Context: an optimization exercise on an open-source flow, tuned for small area. The choices shown serve that exercise and are no tape-out recipe.
The RTL was checked by simulation tests, not by an equivalence proof against the original design.
Power is estimated from default activity; no workload was simulated.

==> flow/design.v (excerpt) <==
module ctiQueue
(
	input logic clk,
	input logic reset,
	input logic recover_i,
	input logic stall_i,
	input logic fetchReady_i,
	input logic [3:0] ctrlVector_i,
	input logic [135:0] fetchSlots_i,
	output logic [15:0] ctiTags_o,
	input logic resolveValid_i,
	input logic [36:0] resolve_i,
	input logic [3:0] commitVector_i,
	output logic updateEn_o,
	output logic [66:0] update_o,
	output logic queueFull_o
);
==> flow/config.mk <==
export PLATFORM = sky130hd
export DESIGN_NAME = ctiQueue
export DESIGN_NICKNAME = ctiQueue
export VERILOG_FILES = /design/flow/design.v
export SDC_FILE = /design/flow/constraint.sdc
export NUM_CORES = 4
export LEC_CHECK = 0
export CAP_MARGIN = 20
export CORE_MARGIN = 2
export CORE_UTILIZATION = 80
export SLEW_MARGIN = 20
==> flow/constraint.sdc <==
create_clock -name core_clock -period 7.0 [get_ports {clk}]
set_input_delay 1.4000 -clock core_clock [delete_from_list [all_inputs] [get_ports {clk}]]
set_output_delay 1.4000 -clock core_clock [all_outputs]
set_load 0.01 [all_outputs]
standard.sh (not shown) runs the stock make flow with config.mk's settings and CLKGATE_MAP_FILE= SYNTH_SCRIPT=/design/flow/synth_recipe.tcl, a recipe that flattens the netlist after the stock synthesis.
==> flow/flow/run.sh <==
#!/bin/bash
# The standard layout (the standard.sh: standard synthesis, then ORFS to the final layout),
# with these changes:
# - port buffers are sky130_fd_sc_hd__buf_1 instead of the delay cell buffer_ports picks;
# - clock tree synthesis uses clkbuf_4 with smaller sink clusters and inserts no dummy loads.
# make's full output goes to flow_make.log here; each ORFS step keeps its own log under orfs/logs.
set -euo pipefail
bash standard.sh \
	"BUFFER_PORTS_ARGS=-buffer_cell sky130_fd_sc_hd__buf_1" \
	"CTS_ARGS=-sink_clustering_enable -repair_clock_nets -dont_use_dummy_load -buf_list sky130_fd_sc_hd__clkbuf_4 -sink_clustering_size 10 -sink_clustering_max_diameter 40" \
	finish > flow_make.log 2>&1
Then changed:
==> flow/flow/run.sh (replaced) <==
#!/bin/bash
# The standard layout (the standard.sh: standard synthesis, then ORFS to the final layout),
# with these changes:
# - port buffers are sky130_fd_sc_hd__buf_1 instead of the delay cell buffer_ports picks;
# - clock tree synthesis inserts no dummy loads;
# - power recovery after global routing downsizes gates on paths with slack.
# make's full output goes to flow_make.log here; each ORFS step keeps its own log under orfs/logs.
set -euo pipefail
bash standard.sh \
	"BUFFER_PORTS_ARGS=-buffer_cell sky130_fd_sc_hd__buf_1" \
	"CTS_ARGS=-sink_clustering_enable -repair_clock_nets -dont_use_dummy_load" \
	RECOVER_POWER=100 \
	finish > flow_make.log 2>&1
Settings changed: CORE_UTILIZATION 80 to 70.
Result: This time the run reached the layout checks and failed them: max-capacitance violations, max-slew violations; global-route usage shrinks by 6.8 points; clock-buffer cell count shrinks by 34; maximum frequency shrinks by about 8%.
Then changed:
==> flow/flow/run.sh (replaced) <==
#!/bin/bash
# The standard layout (the standard.sh: standard synthesis, then ORFS to the final layout),
# with these changes:
# - port buffers are sky130_fd_sc_hd__buf_1 instead of the delay cell buffer_ports picks;
# - clock tree synthesis uses clkbuf_4 with small sink clusters (9 sinks, 35 um) and inserts no dummy loads.
# make's full output goes to flow_make.log here; each ORFS step keeps its own log under orfs/logs.
set -euo pipefail
bash standard.sh \
	"BUFFER_PORTS_ARGS=-buffer_cell sky130_fd_sc_hd__buf_1" \
	"CTS_ARGS=-sink_clustering_enable -repair_clock_nets -dont_use_dummy_load -buf_list sky130_fd_sc_hd__clkbuf_4 -sink_clustering_size 9 -sink_clustering_max_diameter 35" \
	finish > flow_make.log 2>&1
Settings changed: CORE_UTILIZATION 70 to 80.
After rerunning: The new run produced a clean layout; sequential share of layout area rises by 2.0 points; worst hold slack stays flat; fmax rose by 9.4%; die area falls by 12%; routed wire length increases by 1.1%; clock-buffer cell count went up by 51; worst setup slack improves by 0.55 ns; final cell count falls by 0.97%; utilization goes up by 8.8 points; synthesized area is unchanged; combinational power is about the same.

what the ideal ports hide:
Ports are ideal in the flow. The routed layouts listed here were re-timed in OpenROAD. Step 1: set_driving_cell puts a clkbuf_16 on clk and a buf_2 on each other input, an assumption about the parent block. Step 2, shift: input delay + t, output delay - t, t = (earliest + latest rising clock arrival at the registers) / 2. This alone moves slack from input paths to output paths. a / b / c = ideal ports / drivers / drivers and shift; a / b = the first two.
run	t, ns	slack for setup (ns)	hold WS [ns]	worst setup path at the end	worst data-port slew with drivers (ns)
the first run	1.109	1.186 / 1.166 / 0.932	0.541 / 0.541 / 0.541	input to register	0.10
the second run	0.695	0.650 / 0.577 / 0.155	0.539 / 0.539 / 0.539	input to register	0.10
the third run	1.083	1.196 / 1.177 / 0.872	0.538 / 0.538 / 0.538	input to register	0.10
For the second run, which loses most, drivers alone change the setup slack by -0.073 ns; drivers and shift together by -0.495 ns.
